Background: an optimization exercise with open tools, aiming at small area. Do not read the settings as production practice.
Function was checked by simulation only, so behaviour that the tests miss may differ from the original.
No driver is modelled on the clock port, so clocking that relies on it looks cheaper here than on a real chip.
Power and IR drop assume default switching activity.

<file path="flow/flow/run.sh">
#!/bin/bash
# Standard ORFS layout (the standard.sh, unchanged synthesis and steps), except that the
# port buffers are the smallest buffer cell instead of the one buffer_ports picks by itself,
# and clock tree synthesis uses larger sink clusters without dummy loads.
set -euo pipefail
export BUFFER_PORTS_ARGS="-buffer_cell sky130_fd_sc_hd__buf_1"
export CTS_ARGS="-sink_clustering_enable -repair_clock_nets -sink_clustering_size 34 -sink_clustering_max_diameter 80 -dont_use_dummy_load"
bash standard.sh > standard.log 2>&1
</file>
<file path="flow/standard.sh">
#!/bin/bash
# synth_recipe.tcl (not shown) runs the flow's synth.tcl, then flattens the netlist and writes it again
# the make line also repeats each setting of config.mk as NAME=value (left out here)
make -C /OpenROAD-flow-scripts/flow DESIGN_CONFIG=/design/flow/config.mk WORK_HOME=/design/flow/orfs CLKGATE_MAP_FILE= SYNTH_SCRIPT=/design/flow/synth_recipe.tcl "${@:-finish}"
</file>
<file path="flow/config.mk">
export PLATFORM = sky130hd
export DESIGN_NAME = pmem_line_responder
export DESIGN_NICKNAME = pmem_line_responder
export VERILOG_FILES = /design/flow/design.v
export SDC_FILE = /design/flow/constraint.sdc
export NUM_CORES = 4
export LEC_CHECK = 0
export CAP_MARGIN = 20
export CORE_MARGIN = 2
export CORE_UTILIZATION = 60
export CTS_CLUSTER_DIAMETER = 100
export CTS_CLUSTER_SIZE = 30
export SLEW_MARGIN = 20
export SYNTH_HIERARCHICAL = 1
export SYNTH_MINIMUM_KEEP_SIZE = 0
</file>
<file path="flow/constraint.sdc">
create_clock -name core_clock -period 10.0 [get_ports {clk}]
set_input_delay 2.0000 -clock core_clock [delete_from_list [all_inputs] [get_ports {clk}]]
set_output_delay 2.0000 -clock core_clock [all_outputs]
set_load 0.01 [all_outputs]
</file>
<file path="flow/design.v">
package lc3b_types;
  typedef logic [15:0]  lc3b_word;
  typedef logic [255:0] lc3b_32bytes;
  typedef enum logic [1:0] {
    IDLE = 2'd0,
    BUSY = 2'd1,
    RESP = 2'd2
  } pmem_resp_state_t;
  function automatic int pmem_max(input int a, input int b);
    pmem_max = (a > b) ? a : b;
  endfunction
endpackage
module pmem_line_array
#(
  parameter int SLOTS = 8
) (
  input  logic                    clk,
  input  logic                    ins_a_i,
  input  logic                    ins_b_i,
  input  lc3b_types::lc3b_32bytes din_n_i,
  output lc3b_types::lc3b_32bytes tap_a_o,
  output lc3b_types::lc3b_32bytes tap_b_o
);
  localparam int W = 256;
  logic [SLOTS*W-1:0] ring_a_q;
  logic [SLOTS*W-1:0] ring_b_q;
  logic [W-1:0]       next_a, next_b;
  assign tap_a_o = ring_a_q[SLOTS*W-1 -: W];
  assign tap_b_o = ring_b_q[SLOTS*W-1 -: W];
  pmem_ring_entry u_entry_a (
    .ins_i  (ins_a_i),
    .keep_n_i(ins_a_i),
    .din_n_i(din_n_i),
    .tap_i  (tap_a_o),
    .next_o (next_a)
  );
  pmem_ring_entry u_entry_b (
    .ins_i  (ins_b_i),
    .keep_n_i(ins_b_i),
    .din_n_i(din_n_i),
    .tap_i  (tap_b_o),
    .next_o (next_b)
  );
  always_ff @(posedge clk) begin
    ring_a_q <= {ring_a_q[(SLOTS-1)*W-1:0], next_a};
    ring_b_q <= {ring_b_q[(SLOTS-1)*W-1:0], next_b};
  end
endmodule
module pmem_ring_entry (
  input  logic                    ins_i,
  input  logic                    keep_n_i,
  input  lc3b_types::lc3b_32bytes din_n_i,
  input  lc3b_types::lc3b_32bytes tap_i,
  output lc3b_types::lc3b_32bytes next_o
);
  assign next_o = ~(({256{ins_i}} & din_n_i) | ({256{~keep_n_i}} & ~tap_i));
endmodule
module pmem_line_responder
#(
  parameter int LINES         = 16,
  parameter int READ_LATENCY  = 8,
  parameter int WRITE_LATENCY = 8
) (
  input  logic        clk,
  input  logic        reset,
  input  logic        pmem_read,
  input  logic        pmem_write,
  input  lc3b_types::lc3b_word    pmem_address,
  input  lc3b_types::lc3b_32bytes pmem_wdata,
  output logic        pmem_resp,
  output lc3b_types::lc3b_32bytes pmem_rdata,
  output logic        protocol_error
);
  logic          busy_q;    
  logic [2:0]    cnt_q;     
  logic          wr_q;
  logic [10:0]   tag_q;     
  logic          resp_q;
  logic          perr_q;
  logic [2:0]    ph_q;
  logic [15:0]   valid_q;
  lc3b_types::lc3b_32bytes buf_q;
  lc3b_types::lc3b_32bytes tap_a, tap_b;
  logic       accept;
  logic [3:0] line;
  logic       at_tap;
  logic       line_valid;
  logic       req_changed;
  logic       sel_w, sel_a, sel_b, sel_h, cap;
  logic       ins_a, ins_b;
  assign accept = !busy_q && (pmem_read || pmem_write);
  assign line   = busy_q ? tag_q[3:0] : pmem_address[8:5];
  assign at_tap = (line[2:0] == ~ph_q);
  assign line_valid = valid_q[line];
  assign cap   = (busy_q ? !wr_q : (pmem_read && !pmem_write)) && at_tap;
  assign sel_w = !busy_q && pmem_write;
  assign sel_a = cap && line_valid && !line[3];
  assign sel_b = cap && line_valid &&  line[3];
  assign sel_h = !sel_w && !cap;
  assign ins_a = busy_q && wr_q && at_tap && !line[3];
  assign ins_b = busy_q && wr_q && at_tap &&  line[3];
  assign req_changed = (wr_q ? !pmem_write : !pmem_read) || (pmem_address[15:5] != tag_q);
  lc3b_types::lc3b_32bytes buf_d;
  lc3b_types::lc3b_32bytes hold_n;
  pmem_line_array #(
    .SLOTS(8)
  ) u_array (
    .clk    (clk),
    .ins_a_i(ins_a),
    .ins_b_i(ins_b),
    .din_n_i(hold_n),
    .tap_a_o(tap_a),
    .tap_b_o(tap_b)
  );
  pmem_line_select u_sel (
    .sel_w_i (sel_w),
    .sel_a_i (sel_a),
    .sel_b_i (sel_b),
    .sel_h_i (sel_h),
    .w_i     (pmem_wdata),
    .a_i     (tap_a),
    .b_i     (tap_b),
    .h_i     (buf_q),
    .hold_n_o(hold_n),
    .d_o     (buf_d)
  );
  always_ff @(posedge clk) begin
    buf_q <= buf_d;
  end
  always_ff @(posedge clk) begin
    if (reset) begin
      busy_q  <= 1'b0;
      resp_q  <= 1'b0;
      perr_q  <= 1'b0;
      ph_q    <= '0;
      valid_q <= '0;
    end else begin
      ph_q   <= ph_q + 3'd1;
      resp_q <= busy_q && (cnt_q == 3'd6);
      if (busy_q) begin
        cnt_q <= cnt_q + 3'd1;
        if (resp_q) begin
          busy_q <= 1'b0;
        end else if (req_changed) begin
          perr_q <= 1'b1;
        end
      end else if (accept) begin
        busy_q <= 1'b1;
        cnt_q  <= '0;
        wr_q   <= pmem_write;
        tag_q  <= pmem_address[15:5];
        if (pmem_write) begin
          valid_q[pmem_address[8:5]] <= 1'b1;
        end
        if (pmem_write && pmem_read) begin
          perr_q <= 1'b1;
        end
      end
    end
  end
  assign pmem_resp      = resp_q;
  assign pmem_rdata     = buf_q;
  assign protocol_error = perr_q;
endmodule
module pmem_line_select (
  input  logic                    sel_w_i,
  input  logic                    sel_a_i,
  input  logic                    sel_b_i,
  input  logic                    sel_h_i,
  input  lc3b_types::lc3b_32bytes w_i,
  input  lc3b_types::lc3b_32bytes a_i,
  input  lc3b_types::lc3b_32bytes b_i,
  input  lc3b_types::lc3b_32bytes h_i,
  output lc3b_types::lc3b_32bytes hold_n_o,
  output lc3b_types::lc3b_32bytes d_o
);
  lc3b_types::lc3b_32bytes load_n;
  pmem_line_load_nor u_load (
    .sel_w_i (sel_w_i),
    .sel_a_i (sel_a_i),
    .sel_b_i (sel_b_i),
    .w_i     (w_i),
    .a_i     (a_i),
    .b_i     (b_i),
    .load_n_o(load_n)
  );
  pmem_line_hold_nand u_hold (
    .sel_h_i (sel_h_i),
    .h_i     (h_i),
    .hold_n_o(hold_n_o)
  );
  assign d_o = ~(load_n & hold_n_o);
endmodule
module pmem_line_hold_nand (
  input  logic                    sel_h_i,
  input  lc3b_types::lc3b_32bytes h_i,
  output lc3b_types::lc3b_32bytes hold_n_o
);
  assign hold_n_o = ~({256{sel_h_i}} & h_i);
endmodule
module pmem_line_load_nor (
  input  logic                    sel_w_i,
  input  logic                    sel_a_i,
  input  logic                    sel_b_i,
  input  lc3b_types::lc3b_32bytes w_i,
  input  lc3b_types::lc3b_32bytes a_i,
  input  lc3b_types::lc3b_32bytes b_i,
  output lc3b_types::lc3b_32bytes load_n_o
);
  assign load_n_o = ~(({256{sel_w_i}} & w_i) | ({256{sel_a_i}} & a_i) | ({256{sel_b_i}} & b_i));
endmodule
</file>
==> results.cfg, run 1 <==
[final_layout]
stdcell_count = 8851
fillers = 12800
seq_area_um2 = 88000
area_delta_synth_final_pct = 3.64
fin_nets = 6802
final_layout_size_suffix_gt1_frac = 0.0292
multi_input_area_um2 = 9870

[synthesis]
synth_cell_types = 43
syn_area_per_cell_um2 = 15.8
yosys.area_share.simple = 0.0211
muxShareOfSynthArea = 0.00130
yosys.area.top_type = dfxtp_1
synth_area_um2 = 103000
synth_cells = 6553
seq_area_frac_synth = 0.853
dominantRegCellSynth = dfxtp_1
synth_top_family_by_area = compound AO/OA/AOI/OAI gates
synth_seq_cells = 4389
synth_xor_area_frac = 0.00144
yosys.area.top_type_share = 0.848
ys_top_cells_by_area = dfxtp_1, a2bb2oi_1, buf_4
ys_warn_count = 8
synth_edf_count = 15
synth-compound-area-share = 0.0706
syn_nets = 6836
synthArstFlopShare = 0
yosys.area_share.adder = 0.000849

[sta]
finalSetupViolations = 0
finalCritPeriodShare = 0.503
fin_setup_tns_ns = 0
slew_headroom = 0.329
fin_worst_skew_ns = 0.0613
rsz0062_at_grt = no
final_hold_viol_count = 0
period_needed_ns = 5.03
worstMarginPinSlew_ns = 1.01
finalMaxSlewViolations = 0
clock.fmax_mhz = 199

[critical_path]
cp.arrival_ns = 5.80
rr_endpoint = buf_q[178]
crit_start = pmem_address[5]
crit_slowest_cell = and3_4
critical_path_class = input pin to register
ff2ff_path_depth = 7
r2r-start = busy_q
slowest_delay_ns = 0.86
cp_cell_sequence = buf_1, mux2i_4, xor2_1, nor4_1, and3_4, buf_4, a222oi_1, nand2_1
endpoint_kind = register
required_ns = 10.77
critPathLaunchType = input pin
ff2ff_setup_slack_ns = 5.57
cp_max_fo = 55
critPathBufInv = 2
cpLargestDelayFamily = simple AND/OR/NAND/NOR gates

[placed_design]
gp_congestion = 0.782
hpwl_um = 96000
port_buffers = 528
dp.cells = 8676

[worst_hold_path]
hold_path.class = register to register
hp-start = u_array.ring_b_q[559]
hold_end = u_array.ring_b_q[815]
min_path_cells = 0

[clock_tree]
postCtsHoldBufs = 0
numCtsBuffers = 151
postCtsSetupBuffers = 0
cts.sinks = 4389
cts_tree = built
clk_pin_slew_ns = 0.11
clock_path_buffers = 3
clk_root_buffer_cell = clkbuf_16
insertion_delay_ns = 0.81
cts_resized = 0
htreeDepth = 4

[power]
ir_worst_vdd_mv = 0.180
powerDensity_nw_per_um2 = 264
p_leak_nw = 42.6

[grt]
grt.overflow.total = 0
grt_pass1_wl_um = 242000
track_usage = 0.182
grt_max_degree = 185
grt_pass1_vias = 41200
antenna_found_initial = 61

[drt]
ant_nets = 0
routed_wl_um = 162000
drt-wirelength-per-cell_um = 18.3
drtIter0Drc = 3188
dr.pass1.iters = 9
via_count = 42700
drc = 0
routed_via_density = 4.83

[outcome]
outcome = no timing/DRC/antenna violations

[flow_run]
cap_violations = 0

[floorplanning]
core_um2 = 171000
io_pins = 534
die_w_um = 419
fp-row-count = 152
initial_core_util = 0.602
die_area_um2 = 175000
die_y_um = 419
-- placed cells by master (no fill, tap or decap), drive strengths merged, types with 2 or more instances in the layout --
cell type  Yosys  routed
nand4          2       2
a21oi          4       4
o32ai          5       5
diode          0      24
nand2b         6       6
nor2b          5       5
xnor2         12      12
clkbuf        12     151
mux2i         11      11
nor2          11      11
nor4           2       2
or4            2       2
a2bb2oi      512     512
edfxtp        15      15
o22ai         13      13
inv           21      21
dfxtp       4374    4374
xor2           5       5
a31oi          2       2
buf          734     559
nor3           4       4
o31ai          2       2
ha             7       7
nand2        518     518
a222oi       258     258
-- cells by family after synthesis --
logic type,after synthesis
adders and majority gates,7
muxes,12
buffers and inverters,767
AOI/OAI and AO/OA,802
DFF,4389
and+or+nand+nor,559
xor gates and xnor gates,17
-- flip-flops by register name, indices dropped and copies added (netlist names) --
name and count:
valid_q 16, u_array.ring_a_q 2048, tag_q 11, u_array.ring_b_q 2048, ph_q 3, buf_q 256
resp_q 1, wr_q 1, cnt_q 3, perr_q 1, busy_q 1
-- worst max path at each step --
stage,cells after the start,endpoint,slack (ns)
after floorplan,8,u_array.ring_b_q[100],6.08
after global placement,8,buf_q[183],4.20
after detailed placement,8,buf_q[152],4.13
after CTS,8,buf_q[5],5.05
after global routing,8,buf_q[5],4.71
final,8,buf_q[178],4.97
-- synth_stat cells (2+ instances only) --
master and number:
a21oi_1 4, a222oi_1 258, a2bb2oi_1 512, a31oi_1 2, buf_2 155, buf_4 546, buf_6 33, clkbuf_1 12
dfxtp_1 4374, edfxtp_1 15, ha_1 7, inv_1 21, mux2i_1 10, nand2_1 518, nand2b_1 6, nand4_1 2
nor2_1 11, nor2b_1 5, nor3_1 4, nor4_1 2, o22ai_1 13, o31ai_1 2, o32ai_1 5, or4_1 2
xnor2_1 12, xor2_1 5
-- routing by layer --
layer  share of wire  GRT usage  up-vias
met4           0.046     0.0937       30
met3           0.048     0.0392      336
met2            0.46      0.289      787
met1            0.45      0.235    20400
met5          0.0011          0        -
li1                -          -    21200
-- layout make-up --
class,instances,area share
antenna,24,0.000561
clock buffer,151,0.0353
inverter,21,0.000807
multi-input combinational,1397,0.0922
sequential,4389,0.823
tap,2310,0.0270
timing repair buffer,559,0.0213
-- stage by stage --
stage	area [um2]	utilization	total power, W	setup WS [ns]	hold slack (ns)
2_1_floorplan	103000	-	0.0210	6.08	0.310
3_3_place_gp	103000	0.602	0.0212	4.20	0.310
5_1_grt	107000	0.624	0.0294	4.71	0.260
3_5_place_dp	103000	0.602	0.0213	4.13	0.312
6_report	107000	0.624	0.0283	4.97	0.256
4_1_cts	107000	0.624	0.0286	5.05	0.257
-- per-module statistics from Yosys, one instance, submodules excluded, excerpt --
module | area, um2 | cells
pmem_line_load_nor | 3180 | 340
pmem_line_responder | 7010 | 441
pmem_line_hold_nand | 1160 | 284
pmem_ring_entry | 2530 | 312
pmem_line_select | 961 | 256
-- power by group --
group	internal (W)	switching (W)	total (W)	leakage (nW)
logic	0.000356	0.000637	0.000994	4.83
registers	0.0194	0.000538	0.0199	35.9
clock network	0.00275	0.00463	0.00738	1.86
==> run 2, diff against run 1 <==
==> flow/flow/run.sh (replaced) <==
#!/bin/bash
# Standard ORFS layout (the standard.sh, unchanged synthesis and steps), except that the
# port buffers are the smallest buffer cell instead of the one buffer_ports picks by itself,
# and clock tree synthesis uses larger sink clusters without dummy loads.
set -euo pipefail
export BUFFER_PORTS_ARGS="-buffer_cell sky130_fd_sc_hd__buf_1"
export CTS_ARGS="-sink_clustering_enable -repair_clock_nets -sink_clustering_size 38 -sink_clustering_max_diameter 70 -dont_use_dummy_load"
bash standard.sh > standard.log 2>&1
--- a/flow/config.mk
+++ b/flow/config.mk
@@ -7,7 +7,7 @@
 export LEC_CHECK = 0
 export CAP_MARGIN = 20
 export CORE_MARGIN = 2
-export CORE_UTILIZATION = 60
+export CORE_UTILIZATION = 80
 export CTS_CLUSTER_DIAMETER = 100
 export CTS_CLUSTER_SIZE = 30
 export SLEW_MARGIN = 20
==> run 2 against run 1 <==
  * Register-to-register slack got worse by 0.39 ns
  * Critical endpoint is now buf_q[255]
  * Power decreased by 0.27%
  * Sequential power barely moved
==> results.cfg, run 2 <==
[grt]
grt_pass1_vias = 43500
grt_pass1_wl_um = 252000
grt_max_degree = 187
antenna_found_initial = 50
grt.overflow.total = 0
track_usage = 0.253

[worst_hold_path]
hp-start = u_array.ring_b_q[817]
hold_path.class = register to register

[sta]
slew_headroom = 0.292
final_hold_viol_count = 0
period_needed_ns = 5.31
worstMarginPinSlew_ns = 1.06
fin_worst_skew_ns = 0.0560
clock.fmax_mhz = 188
finalSetupViolations = 0
fin_setup_tns_ns = 0
finalMaxSlewViolations = 0
finalCritPeriodShare = 0.531
rsz0062_at_grt = no

[clock_tree]
insertion_delay_ns = 0.81
postCtsHoldBufs = 0
postCtsSetupBuffers = 0
numCtsBuffers = 143
htreeDepth = 4
cts_tree = built
cts.sinks = 4389
cts_resized = 0
clk_pin_slew_ns = 0.12
clock_path_buffers = 3
clk_root_buffer_cell = clkbuf_16

[final_layout]
layout_commonest_cell = dfxtp_1
area_delta_synth_final_pct = 2.62
fin_nets = 6785
seq_area_um2 = 88000
stdcell_count = 8192
fillers = 6315
final_layout_size_suffix_gt1_frac = 0.0268
reg.largest.list = u_array.ring_a_q: 2048 flops, u_array.ring_b_q: 2048 flops, buf_q: 256 flops
multi_input_area_um2 = 9870
layout_common_cells = dfxtp_1, buf_1, nand2_1

[placed_design]
port_buffers = 528
hpwl_um = 98500
gp_congestion = 0.790
dp.cells = 8019

[power]
ir_worst_vdd_mv = 0.227
power.switching_w = 0.00586
p_clk_frac = 0.255
p_leak_nw = 42.5
switching_share = 0.208
powerDensity_nw_per_um2 = 266
p_comb_frac = 0.036
p_int_w = 0.0224
seqPwrFrac = 0.709

[synthesis]
synthTopCellsByCount = dfxtp_1, buf_4, nand2_1
yosys.area.top_type = dfxtp_1
yosys.area.top_type_share = 0.848
synth_seq_cells = 4389
synth_cells = 6553
synthArstFlopShare = 0
seq_area_frac_synth = 0.853
yosysMostFrequentCell = dfxtp_1
syn_area_per_cell_um2 = 15.8
ys_warn_count = 8
syn_nets = 6836
synth_area_um2 = 103000
dominantRegCellSynth = dfxtp_1
ys_top_cells_by_area = dfxtp_1, a2bb2oi_1, buf_4
synth_edf_count = 15
synth_cell_types = 43

[critical_path]
crit_start = pmem_address[5]
critPathLaunchType = input pin
slowest_delay_ns = 1.00
cp_max_fo = 142
cp_cell_sequence = buf_1, mux2i_4, xor2_1, nor4_1, and4_4, buf_12, a222oi_1, nand2_1
cp.arrival_ns = 6.03
required_ns = 10.72
ff2ff_path_depth = 7
r2r-start = busy_q
critical_path_class = input pin to register
endpoint_kind = register
ff2ff_setup_slack_ns = 5.18
rr_endpoint = buf_q[255]
crit_end = buf_q[255]
crit_slowest_cell = and4_4

[floorplanning]
die_y_um = 363
io_pins = 534
core_um2 = 128000
die_w_um = 363
die_area_um2 = 132000
fp-row-count = 131
initial_core_util = 0.807

[outcome]
outcome = no timing/DRC/antenna violations

[drt]
via_count = 43600
drt-wirelength-per-cell_um = 20.7
drtIter0Drc = 3624
dr.pass1.iters = 7
drc = 0
routed_via_density = 5.32
routed_wl_um = 169000
ant_nets = 0

[flow_run]
cap_violations = 0
## run 2: cell types whose count changed in the layout (fill, tap and decap cells not counted)
cell / previous run / this run
buf_4: 26 / 16
clkbuf_16: 151 / 143
diode_2: 24 / 30
buf_1: 528 / 527
buf_12: 5 / 6
clkbuf_2: 0 / 1
## run 2: per-module statistics from Yosys (local to each module, per instance), a selection
module               area, um2  copies in the design
pmem_line_load_nor        3180                     1
pmem_line_select           961                     1
pmem_ring_entry           2530                     2
pmem_line_responder       7010                     1
pmem_line_hold_nand       1160                     1
## run 2: stage by stage
step	setup slack, ns	utilization	hold WS [ns]	area [um2]	power (W)
final	4.69	0.829	0.271	106000	0.0282
after global routing	4.60	0.828	0.264	106000	0.0291
after CTS	4.86	0.828	0.270	106000	0.0283
after detailed placement	4.01	0.800	0.312	102000	0.0214
after global placement	4.07	0.800	0.309	102000	0.0212
after floorplan	6.08	-	0.310	103000	0.0210
## run 2: worst min path at each step
stage | endpoint | slack, ns | cells after the start
floorplan | u_array.ring_a_q[1000] | 0.31 | 0
global placement | u_array.ring_b_q[296] | 0.31 | 0
detailed placement | u_array.ring_a_q[1855] | 0.31 | 0
CTS | u_array.ring_b_q[1073] | 0.27 | 0
global route | u_array.ring_b_q[1073] | 0.26 | 0
finish | u_array.ring_b_q[1073] | 0.27 | 0
## run 2: cell families after synthesis
logic type      share of synthesized area
mux                               0.00130
simple gates                       0.0211
xor+xnor                          0.00144
buf+inv                            0.0520
flops                               0.853
fa+ha+maj                        0.000848
compound gates                     0.0706
## run 2: cell type report
class,instances,share of cell area
clock buffer,143,0.0338
sequential,4389,0.831
inverter,21,0.000815
antenna,30,0.000709
multi-input combinational,1397,0.0931
tap,1662,0.0196
timing repair buffer,550,0.0210
## run 2: power groups by stage
stage          Clock, W  Combinational [W]  Sequential (W)
3_3_place_gp          0           0.000966          0.0202
6_report        0.00721            0.00102          0.0200
2_1_floorplan         0           0.000764          0.0202
4_1_cts         0.00731            0.00102          0.0200
3_5_place_dp          0           0.000999          0.0204
5_1_grt         0.00787            0.00110          0.0202
## run 2: worst max-delay path: cells and delay by family
| family | cells | cell delay [ns] |
|---|---|---|
| buf+inv | 2 | 1.04 |
| mux | 1 | 0.27 |
| xor+xnor | 1 | 0.22 |
| simple gates | 3 | 1.85 |
| compound gates | 1 | 0.32 |
## run 2: layer usage
layer  wire length [um]  GRT usage  vias up  part of all wire
met3              10800     0.0620      345             0.064
met1              73900      0.339    21000              0.44
met2              77400      0.399     1034              0.46
met5                284          0        -            0.0017
met4               6860      0.106       42             0.041
li1                   -          -    21200                 -
==> run 3, diff against run 2 <==
==> flow/flow/run.sh (replaced) <==
#!/bin/bash
# Standard ORFS layout (the standard.sh, unchanged synthesis and steps), except that the
# port buffers are the smallest buffer cell instead of the one buffer_ports picks by itself,
# and clock tree synthesis uses larger sink clusters without dummy loads.
set -euo pipefail
export BUFFER_PORTS_ARGS="-buffer_cell sky130_fd_sc_hd__buf_1"
export CTS_ARGS="-sink_clustering_enable -repair_clock_nets -sink_clustering_size 36 -sink_clustering_max_diameter 70 -dont_use_dummy_load"
bash standard.sh > standard.log 2>&1
==> run 3 against run 2 <==
  * Cell area barely moved
  * Area after synthesis unchanged
  * Non-clock buffer count did not move
  * Sequential share of layout area hardly changed
  * Sequential cell count unchanged
  * Critical endpoint is now buf_q[119]
  * Still clean on timing, DRC and antenna
  * Combinational power barely moved
  * Clock power hardly changed
  * Worst hold slack improved by 0.011 ns
  * Wire length about the same
  * Clock-buffer cell count unchanged
==> results.cfg, run 3 <==
[synthesis]
yosysMostFrequentCell = dfxtp_1
syn_area_per_cell_um2 = 15.8
ys_top_cells_by_area = dfxtp_1, a2bb2oi_1, buf_4
synth_cells = 6553
yosys.area.top_type = dfxtp_1
seq_area_frac_synth = 0.853
synth_seq_cells = 4389
ys_warn_count = 8
yosys.area.top_type_share = 0.848
synth_cell_types = 43
syn_nets = 6836
synthArstFlopShare = 0
synth_area_um2 = 103000
synth_edf_count = 15
dominantRegCellSynth = dfxtp_1
synthTopCellsByCount = dfxtp_1, buf_4, nand2_1

[clock_tree]
clk_pin_slew_ns = 0.12
insertion_delay_ns = 0.80
htreeDepth = 4
clock_path_buffers = 3
cts_tree = built
clk_root_buffer_cell = clkbuf_16
postCtsSetupBuffers = 0
postCtsHoldBufs = 0
cts_resized = 0
cts.sinks = 4389
numCtsBuffers = 143

[flow_run]
cap_violations = 0

[sta]
final_hold_viol_count = 0
finalMaxSlewViolations = 0
clock.fmax_mhz = 191
slew_headroom = 0.301
worstMarginPinSlew_ns = 1.05
finalSetupViolations = 0
fin_setup_tns_ns = 0
rsz0062_at_grt = no
holdWs_ns = 0.282
finalCritPeriodShare = 0.524
fin_worst_skew_ns = 0.0646
period_needed_ns = 5.24

[grt]
antenna_found_initial = 55
grt_pass1_vias = 43600
grt_max_degree = 187
track_usage = 0.253
grt.overflow.total = 0
grt_pass1_wl_um = 252000

[critical_path]
endpoint_kind = register
critPathBufInv = 2
cpLargestDelayFamily = simple AND/OR/NAND/NOR gates
required_ns = 10.72
slowest_delay_ns = 1.01
cp_max_fo = 60
critical_path_class = input pin to register
critPathLaunchType = input pin
cp.arrival_ns = 5.96
cp_cell_sequence = buf_1, mux2i_4, xor2_1, nor4_1, and4_4, buf_4, a222oi_1, nand2_1
crit_slowest_cell = and4_4

[final_layout]
layout_common_cells = dfxtp_1, buf_1, nand2_1
final_layout_size_suffix_gt1_frac = 0.0268
fillers = 6308
area_delta_synth_final_pct = 2.62
fin_nets = 6785
stdcell_count = 8191
reg.largest.list = u_array.ring_a_q: 2048 flops, u_array.ring_b_q: 2048 flops, buf_q: 256 flops
layout_commonest_cell = dfxtp_1

[floorplanning]
core_um2 = 128000
io_pins = 534
die_area_um2 = 132000
die_y_um = 363
initial_core_util = 0.807
die_w_um = 363
fp-row-count = 131

[power]
powerDensity_nw_per_um2 = 266
p_leak_nw = 42.5
ir_worst_vdd_mv = 0.255

[placed_design]
gp_congestion = 0.790
port_buffers = 528
hpwl_um = 98500
dp.cells = 8019

[worst_hold_path]
hold_path.class = register to register

[drt]
drtIter0Drc = 3501
routed_via_density = 5.31
routed_wl_um = 169000
ant_nets = 0
via_count = 43500
dr.pass1.iters = 10
drt-wirelength-per-cell_um = 20.7
drc = 0

[outcome]
outcome = no timing/DRC/antenna violations
[run 3: cell counts after synthesis]
No cell type changed its count.
[run 3: final timing paths]
kind / start / endpoint / slack, ns / cells after the start
min: u_array.ring_a_q[1400] / u_array.ring_a_q[1656] / 0.28 / 0
min reg2reg: u_array.ring_a_q[1400] / u_array.ring_a_q[1656] / 0.28 / 0
max reg2reg: busy_q / buf_q[119] / 5.27 / 7
max: pmem_address[5] / buf_q[119] / 4.76 / 8
[run 3: kinds of logic after synthesis]
logic type                 share of synthesized area
adders and majority gates                   0.000848
buffers and inverters                         0.0520
AOI/OAI and AO/OA                             0.0706
muxes                                        0.00130
xor gates and xnor gates                     0.00144
and+or+nand+nor                               0.0211
DFF                                            0.853
[run 3: per-stage QoR]
step                      total power, W  cell area [um2]  setup slack (ns)   util
after detailed placement          0.0214           102000              4.01  0.800
after floorplan                   0.0210           103000              6.08      -
after CTS                         0.0283           106000              4.84  0.828
after global routing              0.0291           106000              4.61  0.828
after global placement            0.0212           102000              4.07  0.800
final                             0.0282           106000              4.76  0.828
[run 3: area by class of cell]
| class | instances | area (um2) | share of cell area |
|---|---|---|---|
| Antenna cell | 29 | 72.6 | 0.000685 |
| Inverter | 21 | 86.3 | 0.000815 |
| Tap cell | 1662 | 2080 | 0.0196 |
| Timing Repair Buffer | 550 | 2220 | 0.0210 |
| Multi-Input combinational cell | 1397 | 9870 | 0.0931 |
| Clock buffer | 143 | 3580 | 0.0338 |
| Sequential cell | 4389 | 88000 | 0.831 |
[run 3: power by group]
group          leakage (nW)  total, W  internal (W)  switching [W]
Clock                  1.76   0.00720       0.00261        0.00459
Sequential             35.9    0.0200        0.0194       0.000605
Combinational          4.79   0.00102      0.000356       0.000661
[run 3: worst register-to-register path: cells and delay by family, from the launching register on]
family                 cells  cell delay, ns
flip-flops                 1            0.87
buffers and inverters      1            0.92
multiplexers               1            0.62
XOR/XNOR                   1            0.15
AND/OR/NAND/NOR            3            1.83
AO/OA/AOI/OAI              1            0.29
[run 3: routing by layer]
metal / share of wire / routed length, um / GRT usage
met1: 0.43 / 72900 / 0.336
met2: 0.46 / 77400 / 0.398
met3: 0.070 / 11800 / 0.0640
met4: 0.040 / 6730 / 0.111
met5: 0.0019 / 315 / 0
[run 3: per-module statistics from Yosys, one instance, submodules excluded, a selection]
module               cells inside  flops+latches  area (um2)  copies in the design
pmem_line_load_nor            340              0        3180                     1
pmem_line_responder           441            293        7010                     1
pmem_line_select              256              0         961                     1
pmem_line_hold_nand           284              0        1160                     1
pmem_ring_entry               312              0        2530                     2
==> run 4, diff against run 3 <==
==> flow/flow/run.sh (replaced) <==
#!/bin/bash
# Standard ORFS layout (the standard.sh, unchanged synthesis and steps), except:
# - the port buffers are the smallest buffer cell instead of the one buffer_ports picks;
# - clock tree synthesis uses clkbuf_16 for the root and trunk, clkbuf_8 for the leaf
#   clusters, no dummy loads, and a post-CTS step that upsizes any leaf buffer whose
#   flip-flop clock-pin slew estimate is too high (flow/upsize_clk.tcl).
set -euo pipefail
here=$(pwd)
export BUFFER_PORTS_ARGS="-buffer_cell sky130_fd_sc_hd__buf_1"
export CTS_ARGS="-sink_clustering_enable -repair_clock_nets -buf_list \"sky130_fd_sc_hd__clkbuf_8 sky130_fd_sc_hd__clkbuf_16\" -root_buf sky130_fd_sc_hd__clkbuf_16 -tree_buf sky130_fd_sc_hd__clkbuf_16 -sink_clustering_buffer sky130_fd_sc_hd__clkbuf_8 -sink_clustering_size 23 -sink_clustering_max_diameter 60 -dont_use_dummy_load"
export POST_CTS_TCL="$here/flow/upsize_clk.tcl"
export CLK_LEAF_SLEW=0.115
bash standard.sh > standard.log 2>&1
==> flow/flow/upsize_clk.tcl (new file) <==
# After clock tree synthesis: upsize each leaf clock buffer whose estimated slew at its
# flip-flop clock pins is above CLK_LEAF_SLEW (ns) to the next larger clock buffer, then
# legalize the placement again.
estimate_parasitics -placement
set upsized 0
foreach inst [get_cells clkbuf_leaf_*] {
  if {[get_property $inst ref_name] != "sky130_fd_sc_hd__clkbuf_8"} {
    continue
  }
  set worst 0
  foreach p [get_pins -of_objects [get_nets -of_objects [get_pins [get_full_name $inst]/X]]] {
    if {[get_property $p direction] == "input"} {
      set s [get_property $p slew_max]
      if {$s > $worst} {
        set worst $s
      }
    }
  }
  if {$worst > $::env(CLK_LEAF_SLEW)} {
    replace_cell $inst sky130_fd_sc_hd__clkbuf_16
    incr upsized
  }
}
puts "upsized $upsized leaf clock buffers"
detailed_placement
check_placement -verbose
estimate_parasitics -placement
--- a/flow/config.mk
+++ b/flow/config.mk
@@ -7,7 +7,7 @@
 export LEC_CHECK = 0
 export CAP_MARGIN = 20
 export CORE_MARGIN = 2
-export CORE_UTILIZATION = 80
+export CORE_UTILIZATION = 60
 export CTS_CLUSTER_DIAMETER = 100
 export CTS_CLUSTER_SIZE = 30
 export SLEW_MARGIN = 20
==> run 4 against run 3 <==
  * Highest routed layer unchanged
  * Critical endpoint is now buf_q[135]
  * Synthesized cell count is the same
  * Cell area grew 2.3%
  * Via count shrank 0.60%
  * Global-route usage shrank 6.9 points
  * Worst hold slack gained 0.0078 ns
  * Worst setup slack gained 0.19 ns
  * Power grew 4.0%
  * Clock power grew 17%
  * Largest cell class unchanged
==> results.cfg, run 4 <==
[outcome]
outcome = no timing/DRC/antenna violations

[synthesis]
syn_nets = 6836
synthTopCellsByCount = dfxtp_1, buf_4, nand2_1
yosys.area.top_type_share = 0.848
synth_cell_types = 43
yosys.area.top_type = dfxtp_1
yosysMostFrequentCell = dfxtp_1
synth_seq_cells = 4389
synth_edf_count = 15
muxShareOfSynthArea = 0.00130
synth_xor_area_frac = 0.00144
synth-compound-area-share = 0.0706
yosys.area_share.simple = 0.0211
ys_top_cells_by_area = dfxtp_1, a2bb2oi_1, buf_4
syn_area_per_cell_um2 = 15.8
seq_area_frac_synth = 0.853
synthArstFlopShare = 0
ys_warn_count = 8
yosys.area_share.adder = 0.000849
synth_area_um2 = 103000
synth_cells = 6553
synth_top_family_by_area = compound AO/OA/AOI/OAI gates
dominantRegCellSynth = dfxtp_1

[sta]
worstMarginPinSlew_ns = 1.00
clock.fmax_mhz = 198
slew_headroom = 0.331
fin_setup_tns_ns = 0
fin_worst_skew_ns = 0.0469
finalMaxSlewViolations = 0
final_hold_viol_count = 0
period_needed_ns = 5.05
finalSetupViolations = 0
holdWs_ns = 0.290
rsz0062_at_grt = no
finalCritPeriodShare = 0.505

[worst_hold_path]
hold_end = u_array.ring_a_q[1790]
min_path_cells = 0
hold_path.class = register to register
hp-start = u_array.ring_a_q[1534]

[placed_design]
port_buffers = 528
hpwl_um = 96000
gp_congestion = 0.782

[power]
ir_worst_vdd_mv = 0.197
p_leak_nw = 43.3
powerDensity_nw_per_um2 = 271

[floorplanning]
die_w_um = 419
fp-row-count = 152
initial_core_util = 0.602
die_y_um = 419
io_pins = 534
die_area_um2 = 175000
core_um2 = 171000

[drt]
via_count = 43200
routed_via_density = 4.85
drc = 0
dr.pass1.iters = 9
drtIter0Drc = 3069
ant_nets = 0
drt-wirelength-per-cell_um = 18.4
routed_wl_um = 164000

[critical_path]
required_ns = 10.77
cp.arrival_ns = 5.82
rr_endpoint = buf_q[135]
critPathLaunchType = input pin
critical_path_class = input pin to register
ff2ff_path_depth = 7
cpLargestDelayFamily = simple AND/OR/NAND/NOR gates
ff2ff_setup_slack_ns = 5.50
r2r-start = busy_q
cp_max_fo = 55
endpoint_kind = register
crit_slowest_cell = and3_4
critPathBufInv = 2
slowest_delay_ns = 0.87
cp_cell_sequence = buf_1, mux2i_4, xor2_1, nor4_1, and3_4, buf_4, a222oi_1, nand2_1

[final_layout]
multi_input_area_um2 = 9870
reg.largest.list = u_array.ring_a_q: 2048 flops, u_array.ring_b_q: 2048 flops, buf_q: 256 flops
fillers = 12600
fin_util = 0.632
layout_common_cells = dfxtp_1, buf_1, nand2_1
area_delta_synth_final_pct = 4.93
fin_nets = 6866
final_layout_size_suffix_gt1_frac = 0.0386
layout_commonest_cell = dfxtp_1
seq_area_um2 = 88000

[flow_run]
cap_violations = 0

[grt]
track_usage = 0.184
grt_max_degree = 185
grt_pass1_vias = 42100
grt.overflow.total = 0
grt_pass1_wl_um = 245000
antenna_found_initial = 64

[clock_tree]
cts.sinks = 4389
clk_pin_slew_ns = 0.08
cts_tree = built
insertion_delay_ns = 0.86
## run 4: cell type report
class | instances | share of cell area
Tap cell | 2310 | 0.0267
Antenna cell | 22 | 0.000508
Timing Repair Buffer | 559 | 0.0210
Inverter | 21 | 0.000797
Multi-Input combinational cell | 1397 | 0.0911
Clock buffer | 215 | 0.0473
Sequential cell | 4389 | 0.813
## run 4: routing by layer
layer / GRT usage / share of wire / wire length (um) / up-vias
met1: 0.235 / 0.44 / 72300 / 20600
met4: 0.0907 / 0.047 / 7720 / 34
met5: 0 / 0.0013 / 214 / -
li1: - / - / - / 21300
met3: 0.0434 / 0.051 / 8370 / 396
met2: 0.297 / 0.46 / 75000 / 888
## run 4: worst max-delay path by stage
stage | endpoint | cells past startpoint | from
floorplan | u_array.ring_b_q[100] | 8 | pmem_address[5]
global placement | buf_q[183] | 8 | pmem_address[5]
detailed placement | buf_q[152] | 8 | pmem_address[5]
global route | buf_q[148] | 8 | pmem_address[5]
finish | buf_q[135] | 8 | pmem_address[5]
## run 4: report_power, final
| part | internal, W | switching (W) | total, W |
|---|---|---|---|
| sequential | 0.0194 | 0.000538 | 0.0199 |
| combinational | 0.000356 | 0.000637 | 0.000993 |
| clock | 0.00362 | 0.00483 | 0.00845 |
## run 4: cells by family (layout without fill, tap and decap cells)
kind of cell | count (synthesis) | count (layout)
muxes | 12 | 12
xor gates and xnor gates | 17 | 17
and+or+nand+nor | 559 | 559
buffers and inverters | 767 | 795
adders and majority gates | 7 | 7
DFF | 4389 | 4389
AOI/OAI and AO/OA | 802 | 802
other | 0 | 22
## run 4: through the flow
step           std cells  total power [W]  worst slack (ns)  area (um2)
2_1_floorplan       6553           0.0210              6.08      103000
3_3_place_gp        8676           0.0212              4.20      103000
3_5_place_dp        8676           0.0213              4.13      103000
5_1_grt             8911           0.0306              4.74      108000
6_report            8913           0.0294              4.95      108000
## run 4: per-module statistics from Yosys, one instance, submodules excluded, excerpt
| module | cells inside | flip-flops and latches | copies in the design |
|---|---|---|---|
| pmem_line_hold_nand | 284 | 0 | 1 |
| pmem_line_select | 256 | 0 | 1 |
| pmem_line_responder | 441 | 293 | 1 |
| pmem_ring_entry | 312 | 0 | 2 |
| pmem_line_load_nor | 340 | 0 | 1 |
==> run 5, diff against run 4 <==
--- a/flow/flow/run.sh
+++ b/flow/flow/run.sh
@@ -9,5 +9,5 @@
 export BUFFER_PORTS_ARGS="-buffer_cell sky130_fd_sc_hd__buf_1"
 export CTS_ARGS="-sink_clustering_enable -repair_clock_nets -buf_list \"sky130_fd_sc_hd__clkbuf_8 sky130_fd_sc_hd__clkbuf_16\" -root_buf sky130_fd_sc_hd__clkbuf_16 -tree_buf sky130_fd_sc_hd__clkbuf_16 -sink_clustering_buffer sky130_fd_sc_hd__clkbuf_8 -sink_clustering_size 23 -sink_clustering_max_diameter 60 -dont_use_dummy_load"
 export POST_CTS_TCL="$here/flow/upsize_clk.tcl"
-export CLK_LEAF_SLEW=0.115
+export CLK_LEAF_SLEW=0.124
 bash standard.sh > standard.log 2>&1
==> run 5 against run 4 <==
  * Area after synthesis did not move
  * Clock power decreased by 11%
  * Register-to-register slack improved by 0.03 ns
  * Die area unchanged
  * Wire length decreased by 0.11%
  * Maximum frequency rose by 0.24%
  * Combinational power about the same
  * Sequential power about the same
  * First-iteration DRC count decreased by 2.5%
  * Non-clock buffer count did not move
  * Worst setup slack better by 0.012 ns
  * Critical endpoint is now buf_q[152]
  * Largest cell class unchanged
==> results.cfg, run 5 <==
[critical_path]
critPathLaunchType = input pin
cpLargestDelayFamily = simple AND/OR/NAND/NOR gates
cp_cell_sequence = buf_1, mux2i_4, xor2_1, nor4_1, and3_4, buf_4, a222oi_1, nand2_1
critPathBufInv = 2
crit_slowest_cell = and3_4
cp.arrival_ns = 5.78
endpoint_kind = register
critical_path_class = input pin to register
required_ns = 10.75
cp_max_fo = 55
slowest_delay_ns = 0.85

[synthesis]
synth_seq_cells = 4389
synthTopCellsByCount = dfxtp_1, buf_4, nand2_1
syn_area_per_cell_um2 = 15.8
seq_area_frac_synth = 0.853
syn_nets = 6836
synth_cell_types = 43
yosys.area.top_type = dfxtp_1
synth_area_um2 = 103000
synth_cells = 6553
synth_edf_count = 15
synthArstFlopShare = 0
ys_warn_count = 8
ys_top_cells_by_area = dfxtp_1, a2bb2oi_1, buf_4
dominantRegCellSynth = dfxtp_1
yosys.area.top_type_share = 0.848
yosysMostFrequentCell = dfxtp_1

[power]
powerDensity_nw_per_um2 = 265
p_leak_nw = 42.8
ir_worst_vdd_mv = 0.198

[placed_design]
dpl_cell_area_um2 = 103000
port_buffers = 528
hpwl_um = 96000
gp_congestion = 0.782

[grt]
grt_max_degree = 185
grt.overflow.total = 0
track_usage = 0.184
antenna_found_initial = 64
grt_pass1_wl_um = 245000
grt_pass1_vias = 42100

[final_layout]
reg.largest.list = u_array.ring_a_q: 2048 flops, u_array.ring_b_q: 2048 flops, buf_q: 256 flops
stdcell_area_um2 = 107000
layout_common_cells = dfxtp_1, buf_1, nand2_1
area_delta_synth_final_pct = 3.95
fin_nets = 6866
final_layout_size_suffix_gt1_frac = 0.0386
layout_commonest_cell = dfxtp_1

[worst_hold_path]
hold_path.class = register to register

[sta]
finalCritPeriodShare = 0.504
final_hold_viol_count = 0
period_needed_ns = 5.04
slew_headroom = 0.328
fin_setup_tns_ns = 0
clock.fmax_mhz = 199
finalMaxSlewViolations = 0
worstMarginPinSlew_ns = 1.01
rsz0062_at_grt = no
fin_worst_skew_ns = 0.0672
finalSetupViolations = 0

[clock_tree]
insertion_delay_ns = 0.83
clk_pin_slew_ns = 0.11
cts.sinks = 4389
cts_tree = built

[floorplanning]
core_um2 = 171000
io_pins = 534
die_y_um = 419
fp-row-count = 152
die_w_um = 419
die_area_um2 = 175000
initial_core_util = 0.602

[drt]
drtIter0Drc = 2991
dr.pass1.iters = 8
routed_via_density = 4.84
drt-wirelength-per-cell_um = 18.3
routed_wl_um = 163000
via_count = 43100
ant_nets = 0
drc = 0

[flow_run]
cap_violations = 0

[outcome]
outcome = no timing/DRC/antenna violations
==> run 5: changes by cell type in the layout (fill, tap and decap cells not counted), sizes merged <==
cell	delta
diode	+2
==> run 5: final timing paths <==
check	end	start	cells past startpoint	slack, ns
hold reg to reg	u_array.ring_a_q[274]	u_array.ring_a_q[18]	0	0.29
setup / recovery	buf_q[152]	pmem_address[5]	8	4.96
hold / removal	u_array.ring_a_q[274]	u_array.ring_a_q[18]	0	0.29
setup reg to reg	buf_q[152]	busy_q	7	5.53
==> run 5: Yosys stat by module, one instance, submodules excluded, a selection <==
module / flip-flops and latches / copies in the design
pmem_line_hold_nand: 0 / 1
pmem_line_load_nor: 0 / 1
pmem_ring_entry: 0 / 2
pmem_line_responder: 293 / 1
pmem_line_select: 0 / 1
==> run 5: report_power, final <==
part           internal, W  switching (W)  total (W)
Sequential          0.0194       0.000538     0.0199
Combinational     0.000356       0.000636   0.000993
Clock              0.00285        0.00471    0.00756
Total               0.0226        0.00588     0.0285
==> run 5: layout make-up <==
cell class / instances / area (um2)
Inverter: 21 / 86.3
Clock buffer: 215 / 4110
Multi-Input combinational cell: 1397 / 9870
Fill cell: 12700 / 64100
Tap cell: 2310 / 2890
Sequential cell: 4389 / 88000
Timing Repair Buffer: 559 / 2280
Antenna cell: 24 / 60.1
==> run 5: kinds of logic after synthesis <==
logic type	Yosys count	share of synthesized area
and+or+nand+nor	559	0.0211
DFF	4389	0.853
buffers and inverters	767	0.0520
muxes	12	0.00130
adders and majority gates	7	0.000848
xor gates and xnor gates	17	0.00144
AOI/OAI and AO/OA	802	0.0706
==> run 5: metrics by stage <==
stage	setup WS, ns	std cells	hold slack (ns)	utilization	power (W)
floorplan	6.08	6553	0.310	-	0.0210
global placement	4.20	8676	0.310	0.602	0.0212
detailed placement	4.13	8676	0.312	0.602	0.0213
global route	4.70	8913	0.281	0.626	0.0297
finish	4.96	8915	0.285	0.626	0.0285
==> run 5: layer usage <==
layer	vias up	share of wire	track usage
met1	20500	0.44	0.234
li1	21300	-	-
met4	34	0.049	0.0929
met3	382	0.050	0.0429
met5	-	0.0013	0
met2	854	0.46	0.295
==> run 5: worst reg2reg max path, cell delays in order (launching register included) <==
cell and delay, ns:
dfxtp_1 0.90, mux2i_4 0.61, xor2_1 0.14, nor4_1 0.74, and3_4 0.85, buf_4 0.84
a222oi_1 0.22, nand2_1 0.13

[what the ideal ports hide]
The results above use ideal ports. As a check the final layouts listed here were re-extracted and re-timed, cells and wires unchanged.
Step 1 assumes that a clkbuf_16 drives the clock port and a buf_2 every other input.
Step 2 moves the port delays by t, midway between the first and last clock arrival at a register: inputs arrive t later, outputs are due t later. That takes back most of the time a late clock gives input paths.
a / b / c = ideal ports / drivers / drivers and shift; a / b = the first two.
run	shift t [ns]	setup slack, ns	worst hold slack (ns)	worst setup path after step 2	pins driven straight from the clock port
run 1	0.863	4.966 / 5.006 / 4.143	0.256 / 0.256 / 0.256	input to register	1
run 2	0.855	4.691 / 4.738 / 3.883	0.271 / 0.271 / 0.271	input to register	1
run 3	0.855	4.764 / 4.817 / 3.963	0.282 / 0.282 / 0.282	input to register	1
run 4	0.904	4.951 / 4.995 / 4.091	0.290 / 0.290 / 0.290	input to register	1
run 5	0.889	4.963 / 5.007 / 4.118	0.285 / 0.285 / 0.285	input to register	1
After both steps setup and hold are still met in every run listed. For run 4, which loses most, drivers alone change the setup slack by +0.044 ns; drivers and shift together by -0.860 ns.
